This design comes from an exercise in tuning for small area, a short achievable clock period and few clock cycles per item on the open sky130 flow, not from production work. Function was checked by simulation only, so behaviour that the tests miss may differ from the original.

**flow/flow/run.sh**
```bash
#!/bin/bash
set -euo pipefail
MARGIN=$(cat flow/margin.txt)
bash standard.sh synth > synth.log 2>&1
bash standard.sh SETUP_SLACK_MARGIN=$MARGIN finish > layout.log 2>&1
```
**flow/flow/margin.txt**
```
6.35
```
**flow/standard.sh**
```bash
#!/bin/bash
# synth_recipe.tcl (not shown) runs the flow's synth.tcl, then flattens the netlist and writes it again
# the make line also repeats each setting of config.mk as NAME=value (left out here)
make -C /OpenROAD-flow-scripts/flow DESIGN_CONFIG=/design/flow/config.mk WORK_HOME=/design/flow/orfs CLKGATE_MAP_FILE= SYNTH_SCRIPT=/design/flow/synth_recipe.tcl "${@:-finish}"
```
**flow/config.mk**
```make
export PLATFORM = sky130hd
export DESIGN_NAME = iteration_palette_gradient_top
export DESIGN_NICKNAME = iteration_palette_gradient_top
export VERILOG_FILES = /design/flow/design.v
export SDC_FILE = /design/flow/constraint.sdc
export NUM_CORES = 4
export LEC_CHECK = 0
export CAP_MARGIN = 20
export CORE_MARGIN = 2
export CORE_UTILIZATION = 40
export SETUP_SLACK_MARGIN = 5
export SLEW_MARGIN = 20
```
**flow/constraint.sdc**
```tcl
create_clock -name core_clock -period 9.5 [get_ports {clock}]
set_input_delay 1.9000 -clock core_clock [delete_from_list [all_inputs] [get_ports {clock}]]
set_output_delay 1.9000 -clock core_clock [all_outputs]
set_load 0.01 [all_outputs]
```
**flow/design.v**
```verilog
package ipg_pkg;
   localparam logic [15:0] MAX_ITER_RESET = 16'd256;
endpackage
module iteration_palette_gradient_top (
   input  logic             clock,
   input  logic             reset,
   input  logic             req_valid,
   output logic             req_ready,
   input  logic [15:0]      req_iteration_count,
   output logic             rsp_valid,
   input  logic             rsp_ready,
   output logic [7:0]       rsp_red,
   output logic [7:0]       rsp_green,
   output logic [7:0]       rsp_blue,
   input  logic             csr_wr_en,
   input  logic [15:0]      csr_wr_data
);
   function automatic logic [59:0] pal_half(input logic [5:0] s2);
      logic [59:0] c;
      case (s2)
         6'd0: c = 60'h800448002281029;
         6'd1: c = 60'hc50ccc50aac40a1;
         6'd2: c = 60'h801218104980022;
         6'd3: c = 60'hd1a29c40c1c50aa;
         6'd4: c = 60'h8120a8004480022;
         6'd5: c = 60'hd0a02c50ccc50aa;
         6'd6: c = 60'h8120a8012181049;
         6'd7: c = 60'hd0a02d1a29c40c1;
         6'd8: c = 60'h8120a8012180044;
         6'd9: c = 60'hd0a02d1a29c50cc;
         6'd10: c = 60'h801218012180121;
         6'd11: c = 60'hd1a29d1a29d1a29;
         6'd12: c = 60'h800448012180121;
         6'd13: c = 60'hc50ccd1a29d1a29;
         6'd14: c = 60'h810498012180121;
         6'd15: c = 60'hc40c1d1a29d1a29;
         6'd16: c = 60'h800228004480121;
         6'd17: c = 60'hc50aac50ccd1a29;
         6'd18: c = 60'h800118104980044;
         6'd19: c = 60'hc5099c40c1c50cc;
         6'd20: c = 60'hc50998002280044;
         6'd21: c = 60'h80011c50aac50cc;
         6'd22: c = 60'hd1c4ac40c180121;
         6'd23: c = 60'h8024281049d1a29;
         6'd24: c = 60'hd1c4ad0a0280022;
         6'd25: c = 60'h802428120ac50aa;
         6'd26: c = 60'hd4aa0d4a9180011;
         6'd27: c = 60'h8022081219c5099;
         6'd28: c = 60'hd0a02d4a9100000;
         6'd29: c = 60'h8120a8121900000;
         6'd30: c = 60'hc40c1d0a02c5099;
         6'd31: c = 60'h810498120a80011;
         6'd32: c = 60'hc5099d1a29c50aa;
         6'd33: c = 60'h800118012180022;
         6'd34: c = 60'h00000c40c1d1a29;
         6'd35: c = 60'h000008104980121;
         6'd36: c = 60'h80011c50aad4aa0;
         6'd37: c = 60'hc50998002280220;
         6'd38: c = 60'hc4091c40a0d1c4a;
         6'd39: c = 60'h810198002080242;
         6'd40: c = 60'hc40a1c40a1d1c4a;
         6'd41: c = 60'h810298102980242;
         6'd42: c = 60'hc50aac40a1d4aa0;
         6'd43: c = 60'h800228102980220;
         6'd44: c = 60'hd1a29c40a0d0a02;
         6'd45: c = 60'h80121800208120a;
         default: c = 60'h0;
      endcase
      pal_half = c;
   endfunction
   function automatic logic [23:0] pal_halfk(input logic [5:0] s2);
      logic [23:0] c;
      case (s2)
         6'd0: c = 24'h190a08;
         6'd1: c = 24'h2d140f;
         6'd2: c = 24'h2d140f;
         6'd3: c = 24'h462319;
         6'd4: c = 24'h462319;
         6'd5: c = 24'h643723;
         6'd6: c = 24'h643723;
         6'd7: c = 24'h825032;
         6'd8: c = 24'h825032;
         6'd9: c = 24'ha06946;
         6'd10: c = 24'ha06946;
         6'd11: c = 24'hb9825f;
         6'd12: c = 24'hb9825f;
         6'd13: c = 24'hcd9b78;
         6'd14: c = 24'hcd9b78;
         6'd15: c = 24'hdcb491;
         6'd16: c = 24'hdcb491;
         6'd17: c = 24'he6c8aa;
         6'd18: c = 24'he6c8aa;
         6'd19: c = 24'hebd7be;
         6'd20: c = 24'hebd7be;
         6'd21: c = 24'he6e1d2;
         6'd22: c = 24'he6e1d2;
         6'd23: c = 24'hb4d2eb;
         6'd24: c = 24'hb4d2eb;
         6'd25: c = 24'h82b4f5;
         6'd26: c = 24'h82b4f5;
         6'd27: c = 24'h5a91fa;
         6'd28: c = 24'h5a91fa;
         6'd29: c = 24'h3c6efa;
         6'd30: c = 24'h3c6efa;
         6'd31: c = 24'h2d50f5;
         6'd32: c = 24'h2d50f5;
         6'd33: c = 24'h2837eb;
         6'd34: c = 24'h2837eb;
         6'd35: c = 24'h2828d2;
         6'd36: c = 24'h2828d2;
         6'd37: c = 24'h2d1eaa;
         6'd38: c = 24'h2d1eaa;
         6'd39: c = 24'h2a1678;
         6'd40: c = 24'h2a1678;
         6'd41: c = 24'h230f46;
         6'd42: c = 24'h230f46;
         6'd43: c = 24'h19081e;
         6'd44: c = 24'h19081e;
         6'd45: c = 24'h000000;
         default: c = 24'h0;
      endcase
      pal_halfk = c;
   endfunction
   function automatic logic [59:0] pal_booth3x(input logic [4:0] s);
      logic [59:0] c;
      case (s)
         5'd0: c = 60'h800448002281029;
         5'd1: c = 60'h801218104980022;
         5'd2: c = 60'h8120a8004480022;
         5'd3: c = 60'h8120a8012181049;
         5'd4: c = 60'h8120a8012180044;
         5'd5: c = 60'h801218012180121;
         5'd6: c = 60'h800448012180121;
         5'd7: c = 60'h810498012180121;
         5'd8: c = 60'h800228004480121;
         5'd9: c = 60'h800118104980044;
         5'd10: c = 60'hc50998002280044;
         5'd11: c = 60'hd1c4ac40c180121;
         5'd12: c = 60'hd1c4ad0a0280022;
         5'd13: c = 60'hd4aa0d4a9180011;
         5'd14: c = 60'hd0a02d4a9100000;
         5'd15: c = 60'hc40c1d0a02c5099;
         5'd16: c = 60'hc5099d1a29c50aa;
         5'd17: c = 60'h00000c40c1d1a29;
         5'd18: c = 60'h80011c50aad4aa0;
         5'd19: c = 60'hc4091c40a0d1c4a;
         5'd20: c = 60'hc40a1c40a1d1c4a;
         5'd21: c = 60'hc50aac40a1d4aa0;
         5'd22: c = 60'hd1a29c40a0d0a02;
         default: c = 60'h0;
      endcase
      pal_booth3x = c;
   endfunction
   function automatic logic [53:0] pal_booth3(input logic [4:0] s);
      logic [53:0] c;
      case (s)
         5'd0: c = 54'h00044000881029;
         5'd1: c = 54'h00121041240022;
         5'd2: c = 54'h0120a001100022;
         5'd3: c = 54'h0120a004841049;
         5'd4: c = 54'h0120a004840044;
         5'd5: c = 54'h00121004840121;
         5'd6: c = 54'h00044004840121;
         5'd7: c = 54'h01049004840121;
         5'd8: c = 54'h00022001100121;
         5'd9: c = 54'h00011041240044;
         5'd10: c = 54'h05099000880044;
         5'd11: c = 54'h11c4a103040121;
         5'd12: c = 54'h11c4a428080022;
         5'd13: c = 54'h14aa052a440011;
         5'd14: c = 54'h10a0252a440000;
         5'd15: c = 54'h040c1428085099;
         5'd16: c = 54'h05099468a450aa;
         5'd17: c = 54'h00000103051a29;
         5'd18: c = 54'h00011142a94aa0;
         5'd19: c = 54'h04091102811c4a;
         5'd20: c = 54'h040a1102851c4a;
         5'd21: c = 54'h050aa102854aa0;
         5'd22: c = 54'h11a29102810a02;
         default: c = 54'h0;
      endcase
      pal_booth3 = c;
   endfunction
   function automatic logic [35:0] pal_booth(input logic [4:0] s);
      logic [35:0] c;
      case (s)
         5'd0: c = 36'h04806e015;
         5'd1: c = 36'h0b104506e;
         5'd2: c = 36'h08604806e;
         5'd3: c = 36'h0860b1045;
         5'd4: c = 36'h0860b1048;
         5'd5: c = 36'h0b10b10b1;
         5'd6: c = 36'h0480b10b1;
         5'd7: c = 36'h0450b10b1;
         5'd8: c = 36'h06e0480b1;
         5'd9: c = 36'h009045048;
         5'd10: c = 36'h02d06e048;
         5'd11: c = 36'ha461410b1;
         5'd12: c = 36'ha4618e06e;
         5'd13: c = 36'hab0aa9009;
         5'd14: c = 36'h18eaa9000;
         5'd15: c = 36'h14118e02d;
         5'd16: c = 36'h02d195156;
         5'd17: c = 36'h000141195;
         5'd18: c = 36'h009156ab0;
         5'd19: c = 36'h029030a46;
         5'd20: c = 36'h031031a46;
         5'd21: c = 36'h156031ab0;
         5'd22: c = 36'h19503018e;
         default: c = 36'h0;
      endcase
      pal_booth = c;
   endfunction
   function automatic logic [23:0] pal_blend(input logic [5:0] ix);
      logic [23:0] c;
      case (ix)
         6'd0: c = 24'h190a08;
         6'd1: c = 24'h2d140f;
         6'd2: c = 24'h2d140f;
         6'd3: c = 24'h462319;
         6'd4: c = 24'h462319;
         6'd5: c = 24'h643723;
         6'd6: c = 24'h643723;
         6'd7: c = 24'h825032;
         6'd8: c = 24'h825032;
         6'd9: c = 24'ha06946;
         6'd10: c = 24'ha06946;
         6'd11: c = 24'hb9825f;
         6'd12: c = 24'hb9825f;
         6'd13: c = 24'hcd9b78;
         6'd14: c = 24'hcd9b78;
         6'd15: c = 24'hdcb491;
         6'd16: c = 24'hdcb491;
         6'd17: c = 24'he6c8aa;
         6'd18: c = 24'he6c8aa;
         6'd19: c = 24'hebd7be;
         6'd20: c = 24'hebd7be;
         6'd21: c = 24'he6e1d2;
         6'd22: c = 24'he6e1d2;
         6'd23: c = 24'hb4d2eb;
         6'd24: c = 24'hb4d2eb;
         6'd25: c = 24'h82b4f5;
         6'd26: c = 24'h82b4f5;
         6'd27: c = 24'h5a91fa;
         6'd28: c = 24'h5a91fa;
         6'd29: c = 24'h3c6efa;
         6'd30: c = 24'h3c6efa;
         6'd31: c = 24'h2d50f5;
         6'd32: c = 24'h2d50f5;
         6'd33: c = 24'h2837eb;
         6'd34: c = 24'h2837eb;
         6'd35: c = 24'h2828d2;
         6'd36: c = 24'h2828d2;
         6'd37: c = 24'h2d1eaa;
         6'd38: c = 24'h2d1eaa;
         6'd39: c = 24'h2a1678;
         6'd40: c = 24'h2a1678;
         6'd41: c = 24'h230f46;
         6'd42: c = 24'h230f46;
         6'd43: c = 24'h19081e;
         6'd44: c = 24'h19081e;
         6'd45: c = 24'h000000;
         default: c = 24'h0;
      endcase
      pal_blend = c;
   endfunction
   logic [15:0] lim;
   logic [16:0] dv;
   logic        en;
   logic        rdy;
   logic [14:0] vld;
   logic [15:0] c_in;
   logic        out_v, skid_v, skid_v_n;
   logic [23:0] out_c, skid_c;
   logic [21:0] n2_1;
   logic [0:0] int_2;
   logic [21:0] n2_p1;
   logic [0:0] int_p1;
   logic [17:0] t_3;
   logic [16:0] h_4;
   logic [4:0] lo_5;
   logic [0:0] q_6;
   logic [0:0] int_p2;
   logic [16:0] h_p2;
   logic [4:0] lo_p2;
   logic [0:0] q_p2;
   logic [17:0] t_7;
   logic [16:0] h_8;
   logic [3:0] lo_9;
   logic [1:0] q_10;
   logic [0:0] int_p3;
   logic [16:0] h_p3;
   logic [3:0] lo_p3;
   logic [1:0] q_p3;
   logic [17:0] t_11;
   logic [16:0] h_12;
   logic [2:0] lo_13;
   logic [2:0] q_14;
   logic [0:0] int_p4;
   logic [16:0] h_p4;
   logic [2:0] lo_p4;
   logic [2:0] q_p4;
   logic [17:0] t_15;
   logic [16:0] h_16;
   logic [1:0] lo_17;
   logic [3:0] q_18;
   logic [0:0] int_p5;
   logic [16:0] h_p5;
   logic [1:0] lo_p5;
   logic [3:0] q_p5;
   logic [17:0] t_19;
   logic [16:0] h_20;
   logic [0:0] lo_21;
   logic [4:0] q_22;
   logic [0:0] int_p6;
   logic [16:0] h_p6;
   logic [0:0] lo_p6;
   logic [4:0] q_p6;
   logic [17:0] t_23;
   logic [16:0] h_24;
   logic [5:0] q_25;
   logic [0:0] int_p7;
   logic [16:0] h_p7;
   logic [5:0] q_p7;
   logic [5:0] s2_26;
   logic [16:0] ut_27;
   logic [15:0] u_28;
   logic [59:0] bdr_29;
   logic [53:0] bd_30;
   logic [2:0] ng_31;
   logic [5:0] ix_32;
   logic [15:0] u_p8;
   logic [53:0] bd_p8;
   logic [2:0] ng_p8;
   logic [5:0] ix_p8;
   logic [2:0] sb_33;
   logic [19:0] hx_34;
   logic [19:0] v00_35;
   logic [19:0] v01_36;
   logic [19:0] v02_37;
   logic [21:0] e00_38;
   logic [21:0] e01_39;
   logic [21:0] e02_40;
   logic [21:0] e03_41;
   logic [21:0] dm0_42;
   logic [21:0] sa0_43;
   logic [21:0] ca0_44;
   logic [21:0] sb0_45;
   logic [21:0] cb0_46;
   logic [21:0] ps0_47;
   logic [21:0] pc0_48;
   logic [19:0] v10_49;
   logic [19:0] v11_50;
   logic [19:0] v12_51;
   logic [21:0] e10_52;
   logic [21:0] e11_53;
   logic [21:0] e12_54;
   logic [21:0] e13_55;
   logic [21:0] dm1_56;
   logic [21:0] sa1_57;
   logic [21:0] ca1_58;
   logic [21:0] sb1_59;
   logic [21:0] cb1_60;
   logic [21:0] ps1_61;
   logic [21:0] pc1_62;
   logic [19:0] v20_63;
   logic [19:0] v21_64;
   logic [19:0] v22_65;
   logic [21:0] e20_66;
   logic [21:0] e21_67;
   logic [21:0] e22_68;
   logic [21:0] e23_69;
   logic [21:0] dm2_70;
   logic [21:0] sa2_71;
   logic [21:0] ca2_72;
   logic [21:0] sb2_73;
   logic [21:0] cb2_74;
   logic [21:0] ps2_75;
   logic [21:0] pc2_76;
   logic [5:0] ix_p9;
   logic [2:0] sb_p9;
   logic [21:0] ps0_p9;
   logic [21:0] pc0_p9;
   logic [21:0] ps1_p9;
   logic [21:0] pc1_p9;
   logic [21:0] ps2_p9;
   logic [21:0] pc2_p9;
   logic [21:0] tt0_77;
   logic [16:0] ch0_78;
   logic [3:0] cl0_79;
   logic [1:0] cq0_80;
   logic [21:0] tt1_81;
   logic [16:0] ch1_82;
   logic [3:0] cl1_83;
   logic [1:0] cq1_84;
   logic [21:0] tt2_85;
   logic [16:0] ch2_86;
   logic [3:0] cl2_87;
   logic [1:0] cq2_88;
   logic [5:0] ix_p10;
   logic [16:0] ch0_p10;
   logic [3:0] cl0_p10;
   logic [1:0] cq0_p10;
   logic [16:0] ch1_p10;
   logic [3:0] cl1_p10;
   logic [1:0] cq1_p10;
   logic [16:0] ch2_p10;
   logic [3:0] cl2_p10;
   logic [1:0] cq2_p10;
   logic [17:0] t_89;
   logic [16:0] ch0_90;
   logic [2:0] cl0_91;
   logic [2:0] cq0_92;
   logic [17:0] t_93;
   logic [16:0] ch1_94;
   logic [2:0] cl1_95;
   logic [2:0] cq1_96;
   logic [17:0] t_97;
   logic [16:0] ch2_98;
   logic [2:0] cl2_99;
   logic [2:0] cq2_100;
   logic [5:0] ix_p11;
   logic [16:0] ch0_p11;
   logic [2:0] cl0_p11;
   logic [2:0] cq0_p11;
   logic [16:0] ch1_p11;
   logic [2:0] cl1_p11;
   logic [2:0] cq1_p11;
   logic [16:0] ch2_p11;
   logic [2:0] cl2_p11;
   logic [2:0] cq2_p11;
   logic [17:0] t_101;
   logic [16:0] ch0_102;
   logic [1:0] cl0_103;
   logic [3:0] cq0_104;
   logic [17:0] t_105;
   logic [16:0] ch1_106;
   logic [1:0] cl1_107;
   logic [3:0] cq1_108;
   logic [17:0] t_109;
   logic [16:0] ch2_110;
   logic [1:0] cl2_111;
   logic [3:0] cq2_112;
   logic [5:0] ix_p12;
   logic [16:0] ch0_p12;
   logic [1:0] cl0_p12;
   logic [3:0] cq0_p12;
   logic [16:0] ch1_p12;
   logic [1:0] cl1_p12;
   logic [3:0] cq1_p12;
   logic [16:0] ch2_p12;
   logic [1:0] cl2_p12;
   logic [3:0] cq2_p12;
   logic [17:0] t_113;
   logic [16:0] ch0_114;
   logic [0:0] cl0_115;
   logic [4:0] cq0_116;
   logic [17:0] t_117;
   logic [16:0] ch1_118;
   logic [0:0] cl1_119;
   logic [4:0] cq1_120;
   logic [17:0] t_121;
   logic [16:0] ch2_122;
   logic [0:0] cl2_123;
   logic [4:0] cq2_124;
   logic [5:0] ix_p13;
   logic [16:0] ch0_p13;
   logic [0:0] cl0_p13;
   logic [4:0] cq0_p13;
   logic [16:0] ch1_p13;
   logic [0:0] cl1_p13;
   logic [4:0] cq1_p13;
   logic [16:0] ch2_p13;
   logic [0:0] cl2_p13;
   logic [4:0] cq2_p13;
   logic [17:0] t_125;
   logic [5:0] cq0_126;
   logic [17:0] t_127;
   logic [5:0] cq1_128;
   logic [17:0] t_129;
   logic [5:0] cq2_130;
   logic [5:0] ix_p14;
   logic [5:0] cq0_p14;
   logic [5:0] cq1_p14;
   logic [5:0] cq2_p14;
   logic [23:0] kb_131;
   logic [23:0] col_132;
   always_ff @(posedge clock) begin
      if (reset) begin
         lim <= 16'd256;
         dv  <= 17'd256;
      end else if (csr_wr_en) begin
         lim <= csr_wr_data;
         dv  <= {1'b0, csr_wr_data[15:1], csr_wr_data[0] | (csr_wr_data == 16'd0)};
      end
   end
   assign en = !skid_v;
   always_ff @(posedge clock) begin
      if (reset) begin
         vld <= '0;
      end else if (en) begin
         vld <= {vld[13:0], req_valid};
      end
   end
   always_ff @(posedge clock) begin
      if (en) begin
         c_in <= req_iteration_count;
      end
   end
   assign n2_1 = {({5'd0, c_in} << 4) + ({5'd0, c_in} << 3) - {5'd0, c_in}, 1'b0};
   assign int_2 = (c_in >= lim);
   assign t_3 = {1'b0, n2_p1[21:5]} + ({1'b0, dv} ^ {18{1'b1}}) + {17'd0, 1'b1};
   assign h_4 = t_3[16:0];
   assign lo_5 = n2_p1[4:0];
   assign q_6 = !t_3[16];
   assign t_7 = {h_p2, lo_p2[4]} + ({1'b0, dv} ^ {18{q_p2[0]}}) + {17'd0, q_p2[0]};
   assign h_8 = t_7[16:0];
   assign lo_9 = lo_p2[3:0];
   assign q_10 = {q_p2, !t_7[16]};
   assign t_11 = {h_p3, lo_p3[3]} + ({1'b0, dv} ^ {18{q_p3[0]}}) + {17'd0, q_p3[0]};
   assign h_12 = t_11[16:0];
   assign lo_13 = lo_p3[2:0];
   assign q_14 = {q_p3, !t_11[16]};
   assign t_15 = {h_p4, lo_p4[2]} + ({1'b0, dv} ^ {18{q_p4[0]}}) + {17'd0, q_p4[0]};
   assign h_16 = t_15[16:0];
   assign lo_17 = lo_p4[1:0];
   assign q_18 = {q_p4, !t_15[16]};
   assign t_19 = {h_p5, lo_p5[1]} + ({1'b0, dv} ^ {18{q_p5[0]}}) + {17'd0, q_p5[0]};
   assign h_20 = t_19[16:0];
   assign lo_21 = lo_p5[0:0];
   assign q_22 = {q_p5, !t_19[16]};
   assign t_23 = {h_p6, lo_p6[0]} + ({1'b0, dv} ^ {18{q_p6[0]}}) + {17'd0, q_p6[0]};
   assign h_24 = t_23[16:0];
   assign q_25 = {q_p6, !t_23[16]};
   assign s2_26 = int_p7 ? 6'd46 : q_p7;
   assign ut_27 = dv + (h_p7 ^ {17{!h_p7[16]}}) + {16'd0, !h_p7[16]};
   assign u_28 = ut_27[15:0];
   assign bdr_29 = pal_half(s2_26);
   assign ng_31[0] = bdr_29[18];
   assign bd_30[0 +: 18] = bdr_29[0 +: 18];
   assign ng_31[1] = bdr_29[38];
   assign bd_30[18 +: 18] = bdr_29[20 +: 18];
   assign ng_31[2] = bdr_29[58];
   assign bd_30[36 +: 18] = bdr_29[40 +: 18];
   assign ix_32 = s2_26;
   assign sb_33 = ~ng_p8 | {3{u_p8 == 16'd0}};
   assign hx_34 = {4'd0, u_p8};
   assign v00_35 = (({20{bd_p8[0]}} & hx_34) | ({20{bd_p8[1]}} & {hx_34[18:0], 1'b0}) | ({20{bd_p8[2]}} & {hx_34[17:0], 2'b0})) ^ {20{bd_p8[3]}};
   assign v01_36 = (({20{bd_p8[4]}} & hx_34) | ({20{bd_p8[5]}} & {hx_34[18:0], 1'b0}) | ({20{bd_p8[6]}} & {hx_34[17:0], 2'b0})) ^ {20{bd_p8[7]}};
   assign v02_37 = (({20{bd_p8[8]}} & hx_34) | ({20{bd_p8[9]}} & {hx_34[18:0], 1'b0}) | ({20{bd_p8[10]}} & {hx_34[17:0], 2'b0})) ^ {20{bd_p8[11]}};
   assign e00_38 = {{2{v00_35[19]}}, v00_35};
   assign e01_39 = {v01_36, 1'b0, sb_33[0]};
   assign e02_40 = {v02_37[17:0], 4'b0000};
   assign e03_41 = {16'd0, bd_p8[17:12]};
   assign dm0_42 = {1'b0, dv[15:0], 5'd0} ^ {22{sb_33[0]}};
   assign sa0_43 = e00_38 ^ e01_39 ^ e02_40;
   assign ca0_44 = {(e00_38[20:0] & e01_39[20:0]) | (e00_38[20:0] & e02_40[20:0]) | (e01_39[20:0] & e02_40[20:0]), 1'b0};
   assign sb0_45 = sa0_43 ^ ca0_44 ^ dm0_42;
   assign cb0_46 = {(sa0_43[20:0] & ca0_44[20:0]) | (sa0_43[20:0] & dm0_42[20:0]) | (ca0_44[20:0] & dm0_42[20:0]), 1'b0};
   assign ps0_47 = sb0_45 ^ cb0_46 ^ e03_41;
   assign pc0_48 = {(sb0_45[20:0] & cb0_46[20:0]) | (sb0_45[20:0] & e03_41[20:0]) | (cb0_46[20:0] & e03_41[20:0]), 1'b0};
   assign v10_49 = (({20{bd_p8[18]}} & hx_34) | ({20{bd_p8[19]}} & {hx_34[18:0], 1'b0}) | ({20{bd_p8[20]}} & {hx_34[17:0], 2'b0})) ^ {20{bd_p8[21]}};
   assign v11_50 = (({20{bd_p8[22]}} & hx_34) | ({20{bd_p8[23]}} & {hx_34[18:0], 1'b0}) | ({20{bd_p8[24]}} & {hx_34[17:0], 2'b0})) ^ {20{bd_p8[25]}};
   assign v12_51 = (({20{bd_p8[26]}} & hx_34) | ({20{bd_p8[27]}} & {hx_34[18:0], 1'b0}) | ({20{bd_p8[28]}} & {hx_34[17:0], 2'b0})) ^ {20{bd_p8[29]}};
   assign e10_52 = {{2{v10_49[19]}}, v10_49};
   assign e11_53 = {v11_50, 1'b0, sb_33[1]};
   assign e12_54 = {v12_51[17:0], 4'b0000};
   assign e13_55 = {16'd0, bd_p8[35:30]};
   assign dm1_56 = {1'b0, dv[15:0], 5'd0} ^ {22{sb_33[1]}};
   assign sa1_57 = e10_52 ^ e11_53 ^ e12_54;
   assign ca1_58 = {(e10_52[20:0] & e11_53[20:0]) | (e10_52[20:0] & e12_54[20:0]) | (e11_53[20:0] & e12_54[20:0]), 1'b0};
   assign sb1_59 = sa1_57 ^ ca1_58 ^ dm1_56;
   assign cb1_60 = {(sa1_57[20:0] & ca1_58[20:0]) | (sa1_57[20:0] & dm1_56[20:0]) | (ca1_58[20:0] & dm1_56[20:0]), 1'b0};
   assign ps1_61 = sb1_59 ^ cb1_60 ^ e13_55;
   assign pc1_62 = {(sb1_59[20:0] & cb1_60[20:0]) | (sb1_59[20:0] & e13_55[20:0]) | (cb1_60[20:0] & e13_55[20:0]), 1'b0};
   assign v20_63 = (({20{bd_p8[36]}} & hx_34) | ({20{bd_p8[37]}} & {hx_34[18:0], 1'b0}) | ({20{bd_p8[38]}} & {hx_34[17:0], 2'b0})) ^ {20{bd_p8[39]}};
   assign v21_64 = (({20{bd_p8[40]}} & hx_34) | ({20{bd_p8[41]}} & {hx_34[18:0], 1'b0}) | ({20{bd_p8[42]}} & {hx_34[17:0], 2'b0})) ^ {20{bd_p8[43]}};
   assign v22_65 = (({20{bd_p8[44]}} & hx_34) | ({20{bd_p8[45]}} & {hx_34[18:0], 1'b0}) | ({20{bd_p8[46]}} & {hx_34[17:0], 2'b0})) ^ {20{bd_p8[47]}};
   assign e20_66 = {{2{v20_63[19]}}, v20_63};
   assign e21_67 = {v21_64, 1'b0, sb_33[2]};
   assign e22_68 = {v22_65[17:0], 4'b0000};
   assign e23_69 = {16'd0, bd_p8[53:48]};
   assign dm2_70 = {1'b0, dv[15:0], 5'd0} ^ {22{sb_33[2]}};
   assign sa2_71 = e20_66 ^ e21_67 ^ e22_68;
   assign ca2_72 = {(e20_66[20:0] & e21_67[20:0]) | (e20_66[20:0] & e22_68[20:0]) | (e21_67[20:0] & e22_68[20:0]), 1'b0};
   assign sb2_73 = sa2_71 ^ ca2_72 ^ dm2_70;
   assign cb2_74 = {(sa2_71[20:0] & ca2_72[20:0]) | (sa2_71[20:0] & dm2_70[20:0]) | (ca2_72[20:0] & dm2_70[20:0]), 1'b0};
   assign ps2_75 = sb2_73 ^ cb2_74 ^ e23_69;
   assign pc2_76 = {(sb2_73[20:0] & cb2_74[20:0]) | (sb2_73[20:0] & e23_69[20:0]) | (cb2_74[20:0] & e23_69[20:0]), 1'b0};
   assign tt0_77 = ps0_p9 + pc0_p9;
   assign ch0_78 = tt0_77[21:5];
   assign cl0_79 = tt0_77[4:1];
   assign cq0_80 = {sb_p9[0], !tt0_77[21]};
   assign tt1_81 = ps1_p9 + pc1_p9;
   assign ch1_82 = tt1_81[21:5];
   assign cl1_83 = tt1_81[4:1];
   assign cq1_84 = {sb_p9[1], !tt1_81[21]};
   assign tt2_85 = ps2_p9 + pc2_p9;
   assign ch2_86 = tt2_85[21:5];
   assign cl2_87 = tt2_85[4:1];
   assign cq2_88 = {sb_p9[2], !tt2_85[21]};
   assign t_89 = {ch0_p10, cl0_p10[3]} + ({1'b0, dv} ^ {18{cq0_p10[0]}}) + {17'd0, cq0_p10[0]};
   assign ch0_90 = t_89[16:0];
   assign cl0_91 = cl0_p10[2:0];
   assign cq0_92 = {cq0_p10, !t_89[16]};
   assign t_93 = {ch1_p10, cl1_p10[3]} + ({1'b0, dv} ^ {18{cq1_p10[0]}}) + {17'd0, cq1_p10[0]};
   assign ch1_94 = t_93[16:0];
   assign cl1_95 = cl1_p10[2:0];
   assign cq1_96 = {cq1_p10, !t_93[16]};
   assign t_97 = {ch2_p10, cl2_p10[3]} + ({1'b0, dv} ^ {18{cq2_p10[0]}}) + {17'd0, cq2_p10[0]};
   assign ch2_98 = t_97[16:0];
   assign cl2_99 = cl2_p10[2:0];
   assign cq2_100 = {cq2_p10, !t_97[16]};
   assign t_101 = {ch0_p11, cl0_p11[2]} + ({1'b0, dv} ^ {18{cq0_p11[0]}}) + {17'd0, cq0_p11[0]};
   assign ch0_102 = t_101[16:0];
   assign cl0_103 = cl0_p11[1:0];
   assign cq0_104 = {cq0_p11, !t_101[16]};
   assign t_105 = {ch1_p11, cl1_p11[2]} + ({1'b0, dv} ^ {18{cq1_p11[0]}}) + {17'd0, cq1_p11[0]};
   assign ch1_106 = t_105[16:0];
   assign cl1_107 = cl1_p11[1:0];
   assign cq1_108 = {cq1_p11, !t_105[16]};
   assign t_109 = {ch2_p11, cl2_p11[2]} + ({1'b0, dv} ^ {18{cq2_p11[0]}}) + {17'd0, cq2_p11[0]};
   assign ch2_110 = t_109[16:0];
   assign cl2_111 = cl2_p11[1:0];
   assign cq2_112 = {cq2_p11, !t_109[16]};
   assign t_113 = {ch0_p12, cl0_p12[1]} + ({1'b0, dv} ^ {18{cq0_p12[0]}}) + {17'd0, cq0_p12[0]};
   assign ch0_114 = t_113[16:0];
   assign cl0_115 = cl0_p12[0:0];
   assign cq0_116 = {cq0_p12, !t_113[16]};
   assign t_117 = {ch1_p12, cl1_p12[1]} + ({1'b0, dv} ^ {18{cq1_p12[0]}}) + {17'd0, cq1_p12[0]};
   assign ch1_118 = t_117[16:0];
   assign cl1_119 = cl1_p12[0:0];
   assign cq1_120 = {cq1_p12, !t_117[16]};
   assign t_121 = {ch2_p12, cl2_p12[1]} + ({1'b0, dv} ^ {18{cq2_p12[0]}}) + {17'd0, cq2_p12[0]};
   assign ch2_122 = t_121[16:0];
   assign cl2_123 = cl2_p12[0:0];
   assign cq2_124 = {cq2_p12, !t_121[16]};
   assign t_125 = {ch0_p13, cl0_p13[0]} + ({1'b0, dv} ^ {18{cq0_p13[0]}}) + {17'd0, cq0_p13[0]};
   assign cq0_126 = {cq0_p13, !t_125[16]};
   assign t_127 = {ch1_p13, cl1_p13[0]} + ({1'b0, dv} ^ {18{cq1_p13[0]}}) + {17'd0, cq1_p13[0]};
   assign cq1_128 = {cq1_p13, !t_127[16]};
   assign t_129 = {ch2_p13, cl2_p13[0]} + ({1'b0, dv} ^ {18{cq2_p13[0]}}) + {17'd0, cq2_p13[0]};
   assign cq2_130 = {cq2_p13, !t_129[16]};
   assign kb_131 = pal_halfk(ix_p14);
   assign col_132[0+:8] = kb_131[0+:8] + {{3{!cq0_p14[5]}}, cq0_p14[4:0]};
   assign col_132[8+:8] = kb_131[8+:8] + {{3{!cq1_p14[5]}}, cq1_p14[4:0]};
   assign col_132[16+:8] = kb_131[16+:8] + {{3{!cq2_p14[5]}}, cq2_p14[4:0]};
   always_ff @(posedge clock) begin
      if (en) begin
         n2_p1 <= n2_1;
         int_p1 <= int_2;
      end
   end
   always_ff @(posedge clock) begin
      if (en) begin
         int_p2 <= int_p1;
         h_p2 <= h_4;
         lo_p2 <= lo_5;
         q_p2 <= q_6;
      end
   end
   always_ff @(posedge clock) begin
      if (en) begin
         int_p3 <= int_p2;
         h_p3 <= h_8;
         lo_p3 <= lo_9;
         q_p3 <= q_10;
      end
   end
   always_ff @(posedge clock) begin
      if (en) begin
         int_p4 <= int_p3;
         h_p4 <= h_12;
         lo_p4 <= lo_13;
         q_p4 <= q_14;
      end
   end
   always_ff @(posedge clock) begin
      if (en) begin
         int_p5 <= int_p4;
         h_p5 <= h_16;
         lo_p5 <= lo_17;
         q_p5 <= q_18;
      end
   end
   always_ff @(posedge clock) begin
      if (en) begin
         int_p6 <= int_p5;
         h_p6 <= h_20;
         lo_p6 <= lo_21;
         q_p6 <= q_22;
      end
   end
   always_ff @(posedge clock) begin
      if (en) begin
         int_p7 <= int_p6;
         h_p7 <= h_24;
         q_p7 <= q_25;
      end
   end
   always_ff @(posedge clock) begin
      if (en) begin
         u_p8 <= u_28;
         bd_p8 <= bd_30;
         ng_p8 <= ng_31;
         ix_p8 <= ix_32;
      end
   end
   always_ff @(posedge clock) begin
      if (en) begin
         ix_p9 <= ix_p8;
         sb_p9 <= sb_33;
         ps0_p9 <= ps0_47;
         pc0_p9 <= pc0_48;
         ps1_p9 <= ps1_61;
         pc1_p9 <= pc1_62;
         ps2_p9 <= ps2_75;
         pc2_p9 <= pc2_76;
      end
   end
   always_ff @(posedge clock) begin
      if (en) begin
         ix_p10 <= ix_p9;
         ch0_p10 <= ch0_78;
         cl0_p10 <= cl0_79;
         cq0_p10 <= cq0_80;
         ch1_p10 <= ch1_82;
         cl1_p10 <= cl1_83;
         cq1_p10 <= cq1_84;
         ch2_p10 <= ch2_86;
         cl2_p10 <= cl2_87;
         cq2_p10 <= cq2_88;
      end
   end
   always_ff @(posedge clock) begin
      if (en) begin
         ix_p11 <= ix_p10;
         ch0_p11 <= ch0_90;
         cl0_p11 <= cl0_91;
         cq0_p11 <= cq0_92;
         ch1_p11 <= ch1_94;
         cl1_p11 <= cl1_95;
         cq1_p11 <= cq1_96;
         ch2_p11 <= ch2_98;
         cl2_p11 <= cl2_99;
         cq2_p11 <= cq2_100;
      end
   end
   always_ff @(posedge clock) begin
      if (en) begin
         ix_p12 <= ix_p11;
         ch0_p12 <= ch0_102;
         cl0_p12 <= cl0_103;
         cq0_p12 <= cq0_104;
         ch1_p12 <= ch1_106;
         cl1_p12 <= cl1_107;
         cq1_p12 <= cq1_108;
         ch2_p12 <= ch2_110;
         cl2_p12 <= cl2_111;
         cq2_p12 <= cq2_112;
      end
   end
   always_ff @(posedge clock) begin
      if (en) begin
         ix_p13 <= ix_p12;
         ch0_p13 <= ch0_114;
         cl0_p13 <= cl0_115;
         cq0_p13 <= cq0_116;
         ch1_p13 <= ch1_118;
         cl1_p13 <= cl1_119;
         cq1_p13 <= cq1_120;
         ch2_p13 <= ch2_122;
         cl2_p13 <= cl2_123;
         cq2_p13 <= cq2_124;
      end
   end
   always_ff @(posedge clock) begin
      if (en) begin
         ix_p14 <= ix_p13;
         cq0_p14 <= cq0_126;
         cq1_p14 <= cq1_128;
         cq2_p14 <= cq2_130;
      end
   end
   always_comb begin
      if (skid_v) begin
         skid_v_n = !rsp_ready;
      end else if (out_v && !rsp_ready) begin
         skid_v_n = vld[14];
      end else begin
         skid_v_n = 1'b0;
      end
   end
   always_ff @(posedge clock) begin
      if (reset) begin
         out_v  <= 1'b0;
         skid_v <= 1'b0;
         rdy    <= 1'b1;
      end else begin
         skid_v <= skid_v_n;
         rdy    <= !skid_v_n;
         if (skid_v) begin
            if (rsp_ready) begin
               out_v <= 1'b1;
            end
         end else if (!(out_v && !rsp_ready)) begin
            out_v <= vld[14];
         end
      end
   end
   always_ff @(posedge clock) begin
      if (skid_v) begin
         if (rsp_ready) begin
            out_c <= skid_c;
         end
      end else if (out_v && !rsp_ready) begin
         skid_c <= col_132;
      end else begin
         out_c <= col_132;
      end
   end
   assign req_ready = rdy;
   assign rsp_valid = out_v;
   assign rsp_red   = out_c[7:0];
   assign rsp_green = out_c[15:8];
   assign rsp_blue  = out_c[23:16];
endmodule
```
==> results of run 1 <==
-- area by class of cell --
cell class / count / share of cell area [%]
clock buffers: 119 / 4.10
flip-flops and latches: 786 / 37.0
inverters: 341 / 2.11
clock inverters: 46 / 0.637
multi-input cells: 3802 / 49.5
well taps: 1876 / 3.77
repair buffers: 205 / 2.92
-- through the flow --
step / utilization, % / area (µm²) / hold slack [ns] / std cells
5_1_grt: 44.8 / 62300 / 0.406 / 7175
3_3_place_gp: 41.9 / 58200 / 0.400 / 6912
2_1_floorplan: - / 55900 / 0.400 / 5181
6_report: 44.8 / 62300 / 0.397 / 7175
4_1_cts: 44.4 / 61700 / 0.392 / 7138
3_5_place_dp: 41.9 / 58200 / 0.405 / 6912
-- metal layers --
metal / vias to the layer above / track usage [%] / wire (µm)
li1: 19000 / - / -
met3: 240 / 2.73 / 6690
met4: 0 / 6.71 / 4820
met1: 18800 / 23.9 / 58300
met5: - / 0 / 0
met2: 1080 / 30.4 / 62500
-- state kept, by name (all words and copies together), names as in the netlist, 17 cells and up --
| register | cells |
|---|---|
| bd_p8 | 35 |
| kb_131 | 24 |
| out_c | 24 |
| skid_c | 24 |
| n2_p1 | 21 |
| pc0_p9 | 21 |
| pc1_p9 | 21 |
| pc2_p9 | 21 |
| ps0_p9 | 21 |
| ps1_p9 | 21 |
| ps2_p9 | 21 |
| h_p7 | 17 |
-- layout by cell type, fill, tap and decap left out, types with 16 or more instances in the layout --
cell type,Yosys,layout
a2111oi_0,26,24
buf_4,0,117
o21a_1,45,45
o211ai_1,70,70
a222oi_1,112,112
buf_2,22,26
o2111ai_1,16,16
nand2b_1,53,53
edfxtp_1,727,727
xor2_1,348,348
inv_1,327,324
a22oi_1,34,34
a21o_1,111,111
nor2b_1,73,73
nand2_1,284,281
mux2i_1,54,52
a31oi_1,19,19
xnor2_1,459,458
a21oi_1,300,297
dfxtp_1,59,41
or2_2,18,18
or3_1,22,22
clkinv_2,0,27
a211oi_1,27,26
clkbuf_16,0,98
clkbuf_1,171,19
nor3_1,105,105
mux2_2,19,19
ha_1,496,495
nand3_1,70,70
nand4_1,19,19
fa_1,146,146
and3_1,51,51
clkdlybuf4s50_1,0,35
nor2_1,321,317
o21ai_0,173,172
o21bai_1,53,52
nor3b_1,20,20
clkinv_1,11,17
-- worst paths after layout --
kind	from	end	slack, ns	depth (start not counted)
min	sb_p9[2]$_DFFE_PN_	cq2_p10[1]$_DFFE_PN_	0.40	0
max	out_c[5]$_DFFE_PP_	rsp_red[5]	6.34	1
min reg2reg	sb_p9[2]$_DFFE_PN_	cq2_p10[1]$_DFFE_PN_	0.40	0
max reg2reg	bd_p8[24]$_DFFE_PN_	ps1_p9[4]$_DFFE_PN_	6.41	7
-- cell families (layout without fill, tap and decap cells) --
kind of cell               count (synthesis)  after routing  share of synthesized area (%)
AOI/OAI and AO/OA                       1175           1175                           14.8
and+or+nand+nor                         1098           1098                           9.41
DFF                                      786            786                           41.2
buffers and inverters                    593            711                           4.07
adders and majority gates                642            642                           16.3
xor gates and xnor gates                 807            807                           12.7
muxes                                     80             80                           1.53
-- what timing repair did --
| action | in CTS | in global routing |
|---|---|---|
| gates resized for setup | 142 | 60 |
| pin swaps | 2 | 6 |
| endpoints found under the setup margin | 392 | 160 |
| buffers inserted | 61 | 37 |
==> flow_metrics.env, run 1 <==
export IMPL_vias_per_cell=5.45
export IMPL_cpMaxStageDelayCell="edfxtp_1"
export IMPL_synth_area_leaders="edfxtp_1 (39%), ha_1 (11%), xnor2_1 (7.2%)"
export IMPL_tritoncts="yes"
export IMPL_drtIter0Drc=3648
export IMPL_rsz0062_at_grt="yes"
export IMPL_setup_worst_path_end_class="primary output"
export IMPL_rows=137
export IMPL_worstPathMaxFanout=1
export IMPL_ys_seq_elements=786
export IMPL_die_y_um=378
export IMPL_antenna_cells=0
export IMPL_path_delay_family="flip-flops"
export IMPL_drive_above_1_share_pct=8.32
export IMPL_tightest_slew_ns=1.02
export IMPL_numCtsBuffers=93
export IMPL_gp_congestion=0.856
export IMPL_fin_nets=5908
export IMPL_finClkSkew_ns=0.0331
export IMPL_grt_max_degree=151
export IMPL_crit_buf_inv=1
export IMPL_track_usage_pct=18.2
export IMPL_grt_pass1_wl_um=207000
export IMPL_drv_slew=0
export IMPL_setup_slack_ns=6.34
export IMPL_hpwl_um=89000
export IMPL_synth_cell_area_um2=55900
export IMPL_core_area_um2=139000
export IMPL_synth_largest_area_cell="edfxtp_1"
export IMPL_crit_type="reg -> out"
export IMPL_synth_edff_count=727
export IMPL_path_cells="buf_2"
export IMPL_critPathLaunchType="register"
export IMPL_period_minus_slack_ns=3.16
export IMPL_period_share_pct=33.3
export IMPL_num_io_pins=63
export IMPL_synthTopCellsByCount="edfxtp_1 (727), ha_1 (496), xnor2_1 (459), xor2_1 (348), inv_1 (327)"
export IMPL_area_delta_synth_final_pct=11.5
export IMPL_post_synth_top_count_cell="edfxtp_1"
export IMPL_hold_buffers=0
export IMPL_vias=39100
export IMPL_clk_latency_ns=0.71
export IMPL_synth_ff_type="edfxtp_1"
export IMPL_synth_nets=5860
export IMPL_required_ns=7.60
export IMPL_die_width_um=378
export IMPL_synthCells=5181
export IMPL_drc=0
export IMPL_hold_class="reg -> reg"
export IMPL_multi_input_area_um2=30800
export IMPL_fmax_mhz=316
export IMPL_clockBufferDepth=3
export IMPL_synth_seq_area_share_pct=41.2
export IMPL_port_buffer_count=62
export IMPL_seq_area_um2=23000
export IMPL_cap_violations=0
export IMPL_ys_async_sr_fraction_pct=0
export IMPL_outcome="no timing/DRC/antenna violations"
export IMPL_setup_viol=0
export IMPL_synth_avg_cell_area_um2=10.8
export IMPL_synthDistinctLibCells=91
export IMPL_hold_viol=0
export IMPL_nFillCells=12900
export IMPL_relSlewSlack_pct=31.8
export IMPL_yosys_area_top_type_share_pct=39.1
export IMPL_wl_per_cell_um=18.4
export IMPL_drt_wl_total_um=132000
export IMPL_arrival_ns=1.26
export IMPL_ys_warn_count=1
export IMPL_htree_levels=3
export IMPL_antenna_found_initial=1
export IMPL_drtAntennaViolNets=0
export IMPL_dieArea_um2=143000
export IMPL_fin_tns_setup_ns=0
export IMPL_initial_utilization_pct=40.2
export IMPL_drt_first_pass_iters=17
export IMPL_cts_sinks=786
export IMPL_pre_cts_ws_ns=5.61
export IMPL_cts_root_buffer="clkbuf_16"
export IMPL_grt_ovfl_total=0
export IMPL_clk_pin_slew_ns=0.06
export IMPL_grt_pass1_vias=37600
export IMPL_max_stage_delay_ns=0.40
Testbench counts, summed over its fixed seeds: cycles 4,928, items 4,800.
==> inputs of run 2 (changes only) <==
==> flow/flow/margin.txt (replaced) <==
6.2
==> run 2 against run 1 <==
  * Still clean
  * Synthesized cell count is the same
  * Via count fell by 1.1%
  * Register-to-register slack got worse by 0.04 ns
  * First-iteration DRC count is 5.2% lower
  * Critical path depth unchanged
  * Worst setup slack worse by 0.064 ns
  * Wire length fell by 1.7%
  * Global-route usage shrank 0.20 points
  * Critical endpoint unchanged
  * Largest cell class unchanged
==> flow_metrics.env, run 2 <==
export IMPL_outcome="no timing/DRC/antenna violations"
export IMPL_synthMuxAreaShare_pct=1.53
export IMPL_numCtsBuffers=89
export IMPL_drtAntennaViolNets=0
export IMPL_clk_latency_ns=0.72
export IMPL_synth_ff_type="edfxtp_1"
export IMPL_synth_avg_cell_area_um2=10.8
export IMPL_synth_top_family_by_area="adder cells"
export IMPL_critPathLaunchType="register"
export IMPL_synth_seq_area_share_pct=41.2
export IMPL_relSlewSlack_pct=29.2
export IMPL_fmax_mhz=310
export IMPL_layout_common_cells="edfxtp_1 (727), ha_1 (495), xnor2_1 (459)"
export IMPL_synth_xor_area_share_pct=12.7
export IMPL_dieArea_um2=143000
export IMPL_max_stage_delay_ns=0.34
export IMPL_layout_commonest_cell="edfxtp_1"
export IMPL_num_io_pins=63
export IMPL_wl_per_cell_um=18.1
export IMPL_arrival_ns=1.32
export IMPL_hold_buffers=0
export IMPL_tightest_slew_ns=1.06
export IMPL_tritoncts="yes"
export IMPL_cts_root_buffer="clkbuf_16"
export IMPL_synth_area_leaders="edfxtp_1 (39%), ha_1 (11%), xnor2_1 (7.2%)"
export IMPL_area_delta_synth_final_pct=11.7
export IMPL_grt_pass1_vias=37000
export IMPL_drt_first_pass_iters=15
export IMPL_synth_cell_area_um2=55900
export IMPL_grt_ovfl_total=0
export IMPL_regMostFlops="bd_p8"
export IMPL_synth_edff_count=727
export IMPL_vias_per_cell=5.39
export IMPL_port_buffer_count=62
export IMPL_synth_nets=5860
export IMPL_fin_tns_setup_ns=0
export IMPL_crit_buf_inv=1
export IMPL_rr_worst_depth=8
export IMPL_ys_warn_count=1
export IMPL_synth_compound_area_share_pct=14.8
export IMPL_synthTopCellsByCount="edfxtp_1 (727), ha_1 (496), xnor2_1 (459), xor2_1 (348), inv_1 (327)"
export IMPL_antenna_cells=0
export IMPL_yosys_area_top_type_share_pct=39.1
export IMPL_setup_viol=0
export IMPL_path_depth=1
export IMPL_largest_reg_flops=35
export IMPL_nFillCells=12900
export IMPL_initial_utilization_pct=40.2
export IMPL_clk_pin_slew_ns=0.06
export IMPL_setup_worst_path_end_class="primary output"
export IMPL_synthAdderAreaFrac_pct=16.3
export IMPL_hold_viol=0
export IMPL_track_usage_pct=18.0
export IMPL_yosys_area_share_simple_pct=9.41
export IMPL_path_cells="dlygate4sd2_1"
export IMPL_grt_pass1_wl_um=205000
export IMPL_hold_path_depth=0
export IMPL_setup_slack_ns=6.28
export IMPL_die_y_um=378
export IMPL_cts_sinks=786
export IMPL_drtIter0Drc=3459
export IMPL_synth_largest_area_cell="edfxtp_1"
export IMPL_synthCells=5181
export IMPL_synthDistinctLibCells=91
export IMPL_period_minus_slack_ns=3.22
export IMPL_ys_seq_elements=786
export IMPL_core_area_um2=139000
export IMPL_required_ns=7.60
export IMPL_finClkSkew_ns=0.0359
export IMPL_clockBufferDepth=3
export IMPL_grt_max_degree=199
export IMPL_hpwl_um=90200
export IMPL_rsz0062_at_grt="yes"
export IMPL_drive_above_1_share_pct=7.98
export IMPL_cpMaxStageDelayCell="edfxtp_1"
export IMPL_pre_cts_ws_ns=5.62
export IMPL_htree_levels=3
export IMPL_gp_congestion=0.857
export IMPL_rows=137
export IMPL_drv_slew=0
export IMPL_vias=38700
export IMPL_antenna_found_initial=1
export IMPL_period_share_pct=33.9
export IMPL_crit_type="reg -> out"
export IMPL_fin_nets=5904
export IMPL_path_delay_family="flip-flops"
export IMPL_worstPathMaxFanout=1
export IMPL_ys_async_sr_fraction_pct=0
export IMPL_drc=0
export IMPL_post_synth_top_count_cell="edfxtp_1"
export IMPL_cap_violations=0
export IMPL_die_width_um=378
export IMPL_drt_wl_total_um=130000
export IMPL_hold_class="reg -> reg"
-- run 2: cell families after synthesis --
kind of cell | Yosys count
flops | 786
mux | 80
buf+inv | 593
fa+ha+maj | 642
compound gates | 1175
xor+xnor | 807
simple gates | 1098
-- run 2: layout make-up --
cell class | count | area [µm²] | share of cell area, %
Multi-Input combinational cell | 3802 | 30700 | 49.2
Sequential cell | 786 | 23100 | 36.9
Timing Repair Buffer | 205 | 1900 | 3.04
Tap cell | 1876 | 2350 | 3.76
Inverter | 341 | 1310 | 2.10
Clock inverter | 61 | 731 | 1.17
Clock buffer | 106 | 2370 | 3.80
-- run 2: timing repair --
action | CTS | global route
cloned | 0 | 0
gates resized for setup | 85 | 38
pin swaps | 1 | 6
setup buffers | 30 | 68
hold endpoints to repair | 0 | 0
setup endpoints to repair | 181 | 102
-- run 2: stage by stage --
step	utilization, %	cells	instance area, µm²	hold slack (ns)
final	44.9	7177	62400	0.410
after CTS	44.4	7109	61700	0.405
after global placement	41.9	6911	58200	0.401
after global routing	44.9	7177	62400	0.424
after detailed placement	41.9	6912	58300	0.405
after floorplan	-	5181	55900	0.400
-- run 2: path summary, 6_finish.rpt --
kind                                           start                   end  slack (ns)
worst max-delay path              out_c[5]$_DFFE_PP_            rsp_red[5]        6.28
worst min-delay path            cq0_p11[2]$_DFFE_PN_  cq0_p12[3]$_DFFE_PN_        0.41
worst max register to register   bd_p8[50]$_DFFE_PN_  ps2_p9[21]$_DFFE_PN_        6.37
worst min register to register  cq0_p11[2]$_DFFE_PN_  cq0_p12[3]$_DFFE_PN_        0.41
-- run 2: routing by layer --
layer	GRT usage (%)	vias to the layer above	wire length (µm)
met5	0	-	13
met4	5.44	2	3190
met3	2.50	165	6630
met2	30.7	973	62800
met1	23.7	18600	57400
li1	-	19000	-
==> inputs of run 3 (changes only) <==
==> flow/flow/margin.txt (replaced) <==
6.35
--- a/flow/config.mk
+++ b/flow/config.mk
@@ -7,6 +7,7 @@
 export LEC_CHECK = 0
 export CAP_MARGIN = 20
 export CORE_MARGIN = 2
-export CORE_UTILIZATION = 40
+export CORE_UTILIZATION = 58
+export PLACE_DENSITY = 0.65
 export SETUP_SLACK_MARGIN = 5
 export SLEW_MARGIN = 20
==> run 3 against run 2 <==
  * Still clean
  * First-iteration DRC count up 29%
  * Clock skew hardly changed
  * Critical path depth unchanged
  * Synthesized cell count is the same
  * Count of clock-buffer cells in the layout grew 12
  * Critical path type unchanged
  * Largest cell class unchanged
  * Highest routed layer is now met4
==> flow_metrics.env, run 3 <==
export IMPL_outcome="no timing/DRC/antenna violations"
export IMPL_num_io_pins=63
export IMPL_synth_ff_type="edfxtp_1"
export IMPL_period_minus_slack_ns=3.11
export IMPL_ys_seq_elements=786
export IMPL_tightest_slew_ns=1.11
export IMPL_cts_root_buffer="clkbuf_16"
export IMPL_antenna_found_initial=0
export IMPL_largest_reg_flops=35
export IMPL_cts_sinks=786
export IMPL_drtIter0Drc=4470
export IMPL_wl_per_cell_um=19.6
export IMPL_synth_cell_area_um2=55900
export IMPL_hold_viol=0
export IMPL_drv_slew=0
export IMPL_regMostFlops="bd_p8"
export IMPL_drive_above_1_share_pct=9.45
export IMPL_critPathLaunchType="register"
export IMPL_ys_async_sr_fraction_pct=0
export IMPL_ys_warn_count=1
export IMPL_top_layer="met4"
export IMPL_worstPathMaxFanout=1
export IMPL_synth_area_leaders="edfxtp_1 (39%), ha_1 (11%), xnor2_1 (7.2%)"
export IMPL_initial_utilization_pct=58.7
export IMPL_synth_seq_area_share_pct=41.2
export IMPL_gp_congestion=0.889
export IMPL_period_share_pct=32.7
export IMPL_multi_input_area_um2=30800
export IMPL_max_stage_delay_ns=0.38
export IMPL_antenna_cells=0
export IMPL_m1WireLength_um=58600
export IMPL_cpMaxStageDelayCell="edfxtp_1"
export IMPL_track_usage_pct=25.9
export IMPL_grt_pass1_vias=37300
export IMPL_clk_latency_ns=0.70
export IMPL_setup_viol=0
export IMPL_crit_type="reg -> out"
export IMPL_fin_tns_setup_ns=0
export IMPL_synth_nets=5860
export IMPL_dp_cells=6300
export IMPL_yosys_area_top_type_share_pct=39.1
export IMPL_rows=113
export IMPL_required_ns=7.60
export IMPL_vias_per_cell=5.94
export IMPL_die_width_um=314
export IMPL_drt_wl_total_um=129000
export IMPL_synthCells=5181
export IMPL_finClkSkew_ns=0.0355
export IMPL_area_delta_synth_final_pct=11.3
export IMPL_synth_edff_count=727
export IMPL_nFillCells=7595
export IMPL_relSlewSlack_pct=26.3
export IMPL_post_synth_top_count_cell="edfxtp_1"
export IMPL_vias=39300
export IMPL_grt_max_degree=168
export IMPL_met3WireLength_um=7190
export IMPL_path_delay_family="flip-flops"
export IMPL_htree_levels=3
export IMPL_dieArea_um2=98800
export IMPL_synthTopCellsByCount="edfxtp_1 (727), ha_1 (496), xnor2_1 (459), xor2_1 (348), inv_1 (327)"
export IMPL_synthDistinctLibCells=91
export IMPL_fin_cells=6618
export IMPL_synth_avg_cell_area_um2=10.8
export IMPL_path_cells="buf_2"
export IMPL_postLayoutCoreUtil_pct=65.3
export IMPL_drt_first_pass_iters=20
export IMPL_rsz0062_at_grt="yes"
export IMPL_core_area_um2=95200
export IMPL_setup_worst_path_end_class="primary output"
export IMPL_port_buffer_count=62
export IMPL_fmax_mhz=322
export IMPL_layout_commonest_cell="edfxtp_1"
export IMPL_drc=0
export IMPL_synth_largest_area_cell="edfxtp_1"
export IMPL_seq_area_um2=23100
export IMPL_drtAntennaViolNets=0
export IMPL_numCtsBuffers=90
export IMPL_grt_pass1_wl_um=203000
export IMPL_hold_buffers=0
export IMPL_clockBufferDepth=3
export IMPL_fin_nets=5961
export IMPL_arrival_ns=1.21
export IMPL_crit_buf_inv=1
export IMPL_clk_pin_slew_ns=0.06
export IMPL_hpwl_um=89100
export IMPL_hold_class="reg -> reg"
export IMPL_grt_ovfl_total=0
export IMPL_die_y_um=314
export IMPL_cap_violations=0
export IMPL_layout_common_cells="edfxtp_1 (727), ha_1 (494), xnor2_1 (459)"
export IMPL_dr_wl_met2_um=59900
export IMPL_tritoncts="yes"
==> run 3: cell counts after synthesis <==
Identical to the previous run, type by type.
==> run 3: path summary, 6_finish.rpt <==
kind / start / to / slack, ns / cells past startpoint
worst max-delay path: out_c[21]$_DFFE_PP_ / rsp_blue[5] / 6.39 / 1
worst min-delay path: cl0_p10[2]$_DFFE_PN_ / cl0_p11[2]$_DFFE_PN_ / 0.40 / 0
worst max register to register: bd_p8[4]$_SDFFCE_PP0N_ / ps0_p9[4]$_DFFE_PN_ / 6.42 / 7
worst min register to register: cl0_p10[2]$_DFFE_PN_ / cl0_p11[2]$_DFFE_PN_ / 0.40 / 0
==> run 3: layout make-up <==
class / instances / area share (%)
sequential: 786 / 37.1
clock buffer: 118 / 4.00
clock inverter: 45 / 0.777
tap: 1265 / 2.55
inverter: 341 / 2.10
timing repair buffer: 261 / 3.96
multi-input combinational: 3802 / 49.5
==> run 3: cells by family (layout without fill, tap and decap cells) <==
family,after synthesis,count (layout),synth area share (%)
flops,786,786,41.2
fa+ha+maj,642,642,16.3
compound gates,1175,1175,14.8
xor+xnor,807,807,12.7
buf+inv,593,765,4.07
simple gates,1098,1098,9.41
mux,80,80,1.53
==> run 3: repair_timing <==
| item | 4_1_cts | 5_1_grt |
|---|---|---|
| setup endpoints to repair | 227 | 187 |
| buffers inserted | 54 | 101 |
| pin swaps | 2 | 10 |
| gates resized for setup | 149 | 56 |
==> run 3: stage by stage <==
stage                     instance area, µm²  setup slack, ns  hold slack (ns)
after detailed placement               57500             5.63            0.405
after floorplan                        55900             6.37            0.400
final                                  62200             6.39            0.403
after CTS                              61000             6.25            0.397
after global routing                   62200             6.28            0.403
after global placement                 57500             5.63            0.400
==> run 3: layer usage <==
layer	vias up	track usage, %
met3	229	3.42
li1	19100	-
met1	18900	36.4
met5	-	0
met4	0	7.62
met2	1159	42.0
==> inputs of run 4 (changes only) <==
--- a/flow/config.mk
+++ b/flow/config.mk
@@ -7,7 +7,8 @@
 export LEC_CHECK = 0
 export CAP_MARGIN = 20
 export CORE_MARGIN = 2
-export CORE_UTILIZATION = 58
-export PLACE_DENSITY = 0.65
+export CORE_UTILIZATION = 40
+export CTS_CLUSTER_DIAMETER = 90
+export CTS_CLUSTER_SIZE = 22
 export SETUP_SLACK_MARGIN = 5
 export SLEW_MARGIN = 20
==> run 4 against run 3 <==
  * Worst hold slack got worse by 0.0063 ns
  * First-iteration DRC count decreased by 14%
  * Wire length increased by 1.1%
  * Count of clock-buffer cells in the layout decreased by 51
  * Final cell count increased by 7.3%
  * Highest routed layer unchanged
==> flow_metrics.env, run 4 <==
export IMPL_layout_commonest_cell="edfxtp_1"
export IMPL_nFillCells=13000
export IMPL_clk_latency_ns=0.70
export IMPL_regMostFlops="bd_p8"
export IMPL_critPathCapture="rsp_red[5]"
export IMPL_hold_class="reg -> reg"
export IMPL_holdWs_ns=0.397
export IMPL_synth_area_leaders="edfxtp_1 (39%), ha_1 (11%), xnor2_1 (7.2%)"
export IMPL_design_area_um2=60900
export IMPL_rsz0062_at_grt="yes"
export IMPL_layout_common_cells="edfxtp_1 (727), ha_1 (495), xnor2_1 (459)"
export IMPL_arrival_ns=1.24
export IMPL_cts_root_buffer="clkbuf_16"
export IMPL_tightest_slew_ns=1.02
export IMPL_drv_slew=0
export IMPL_clockBufferDepth=3
export IMPL_drive_above_1_share_pct=7.29
export IMPL_grt_pass1_vias=37200
export IMPL_port_buffer_count=62
export IMPL_worstPathMaxFanout=1
export IMPL_synth_edff_count=727
export IMPL_rows=137
export IMPL_period_share_pct=33.0
export IMPL_relSlewSlack_pct=31.8
export IMPL_gp_congestion=0.856
export IMPL_dieArea_um2=143000
export IMPL_path_cells="buf_2"
export IMPL_tritoncts="yes"
export IMPL_fin_nets=5864
export IMPL_grt_ovfl_total=0
export IMPL_htree_levels=2
export IMPL_crit_type="reg -> out"
export IMPL_fin_tns_setup_ns=0
export IMPL_antenna_found_initial=2
export IMPL_outcome="no timing/DRC/antenna violations"
export IMPL_grt_max_degree=151
export IMPL_cp_startpoint="out_c[5]$_DFFE_PP_"
export IMPL_ys_warn_count=1
export IMPL_r2r_slack_ns=6.44
export IMPL_setup_viol=0
export IMPL_yosys_area_top_type_share_pct=39.1
export IMPL_vias=38800
export IMPL_wl_per_cell_um=18.4
export IMPL_synth_seq_area_share_pct=41.2
export IMPL_area_delta_synth_final_pct=9.12
export IMPL_synthDistinctLibCells=91
export IMPL_die_y_um=378
export IMPL_synth_cell_area_um2=55900
export IMPL_place_area_um2=58200
export IMPL_grt_pass1_wl_um=206000
export IMPL_drtIter0Drc=3824
export IMPL_rr_worst_depth=7
export IMPL_hold_viol=0
export IMPL_drc=0
export IMPL_largest_reg_flops=35
export IMPL_synthTopCellsByCount="edfxtp_1 (727), ha_1 (496), xnor2_1 (459), xor2_1 (348), inv_1 (327)"
export IMPL_track_usage_pct=18.0
export IMPL_path_delay_family="flip-flops"
export IMPL_numCtsBuffers=49
export IMPL_crit_buf_inv=1
export IMPL_setup_worst_path_end_class="primary output"
export IMPL_ys_async_sr_fraction_pct=0
export IMPL_core_area_um2=139000
export IMPL_cts_sinks=786
export IMPL_hpwl_um=89000
export IMPL_max_stage_delay_ns=0.41
export IMPL_synth_avg_cell_area_um2=10.8
export IMPL_post_synth_top_count_cell="edfxtp_1"
export IMPL_clk_pin_slew_ns=0.09
export IMPL_num_io_pins=63
export IMPL_cap_violations=0
export IMPL_vias_per_cell=5.46
export IMPL_critPathLaunchType="register"
export IMPL_path_depth=1
export IMPL_synthCells=5181
export IMPL_worstReg2RegEnd="ps1_p9[4]$_DFFE_PN_"
export IMPL_synth_largest_area_cell="edfxtp_1"
export IMPL_die_width_um=378
export IMPL_drtAntennaViolNets=0
export IMPL_hold_buffers=0
export IMPL_finClkSkew_ns=0.0819
export IMPL_ys_seq_elements=786
export IMPL_synth_nets=5860
export IMPL_drt_wl_total_um=131000
export IMPL_required_ns=7.60
export IMPL_synth_ff_type="edfxtp_1"
export IMPL_fmax_mhz=319
export IMPL_initial_utilization_pct=40.2
export IMPL_cpMaxStageDelayCell="edfxtp_1"
export IMPL_crit_reg2reg_launch="bd_p8[24]$_DFFE_PN_"
export IMPL_drt_first_pass_iters=17
export IMPL_period_minus_slack_ns=3.14
==> run 4: how the worst min path moves through the flow <==
stage / from / to / depth (start not counted)
global placement: ix_p8[1]$_DFFE_PN_ / ix_p9[1]$_DFFE_PN_ / 0
detailed placement: sb_p9[2]$_DFFE_PN_ / cq2_p10[1]$_DFFE_PN_ / 0
floorplan: cl0_p10[0]$_DFFE_PN_ / cl0_p11[0]$_DFFE_PN_ / 0
finish: sb_p9[2]$_DFFE_PN_ / cq2_p10[1]$_DFFE_PN_ / 0
global route: sb_p9[2]$_DFFE_PN_ / cq2_p10[1]$_DFFE_PN_ / 0
CTS: sb_p9[2]$_DFFE_PN_ / cq2_p10[1]$_DFFE_PN_ / 0
==> run 4: kinds of logic (layout without fill, tap and decap cells) <==
| logic type | count (synthesis) | count (layout) | share of synthesized area (%) |
|---|---|---|---|
| compound gates | 1175 | 1175 | 14.8 |
| simple gates | 1098 | 1098 | 9.41 |
| xor+xnor | 807 | 807 | 12.7 |
| flops | 786 | 786 | 41.2 |
| fa+ha+maj | 642 | 642 | 16.3 |
| buf+inv | 593 | 635 | 4.07 |
| mux | 80 | 80 | 1.53 |
| other cells | 0 | 1 | 0 |
==> run 4: repair_timing <==
action / 4_1_cts / 5_1_grt
pin swaps: 2 / 5
setup buffers: 56 / 42
gates resized for setup: 138 / 58
setup endpoints to repair: 414 / 130
==> run 4: stage by stage <==
step                cells  util (%)  setup WS, ns
finish               7100      43.8          6.36
global route         7099      43.8          6.24
CTS                  7057      43.4          6.25
detailed placement   6912      41.9          5.61
global placement     6912      41.9          5.63
floorplan            5181         -          6.37
==> run 4: area by class of cell <==
type | instances | area [µm²] | area share, %
multi-input combinational | 3802 | 30800 | 50.5
sequential | 786 | 23000 | 37.8
tap | 1876 | 2350 | 3.85
timing repair buffer | 205 | 1850 | 3.04
clock buffer | 67 | 1340 | 2.19
inverter | 341 | 1310 | 2.16
clock inverter | 22 | 267 | 0.437
antenna | 1 | 2.50 | 0.00411
==> run 4: layer usage <==
| layer | vias up | wire length (µm) | GRT usage, % |
|---|---|---|---|
| li1 | 18800 | - | - |
| met5 | - | 0 | 0 |
| met1 | 18800 | 58300 | 24.0 |
| met2 | 999 | 62800 | 30.6 |
| met3 | 180 | 6000 | 1.97 |
| met4 | 0 | 3580 | 5.71 |

-- static timing again, ports no longer ideal --
In the flow no input, the clock included, has a driving cell. The finished layouts below were timed again as built, in two steps. Step 1 sets driving cells, clkbuf_16 on the clock port and buf_2 on the other inputs (assumed; they add their load-dependent delay and slew). Step 2 also shifts input and output timing later by t, the mid clock arrival at the registers, as if the neighbouring blocks saw the same clock. Three values: ideal ports, drivers, drivers and shift; two values: the first two.
run | t (ns) | setup WS [ns] | latest minus earliest clock arrival (ns) | slew at the worst register clock pin (ns) | pins driven straight from the clock port
run 1 | 0.765 | 6.340 / 6.263 / 6.001 | 0.038 / 0.038 | 0.06 / 0.06 | 1
run 2 | 0.787 | 6.276 / 6.186 / 5.739 | 0.036 / 0.036 | 0.07 / 0.07 | 1
run 3 | 0.752 | 6.393 / 6.319 / 5.776 | 0.036 / 0.036 | 0.07 / 0.07 | 1
run 4 | 0.730 | 6.363 / 6.288 / 5.995 | 0.085 / 0.085 | 0.10 / 0.10 | 1
After both steps every run listed still meets setup and hold. The setup slack of run 3, which loses most, moves by -0.074 ns with the drivers and by -0.617 ns with both steps.
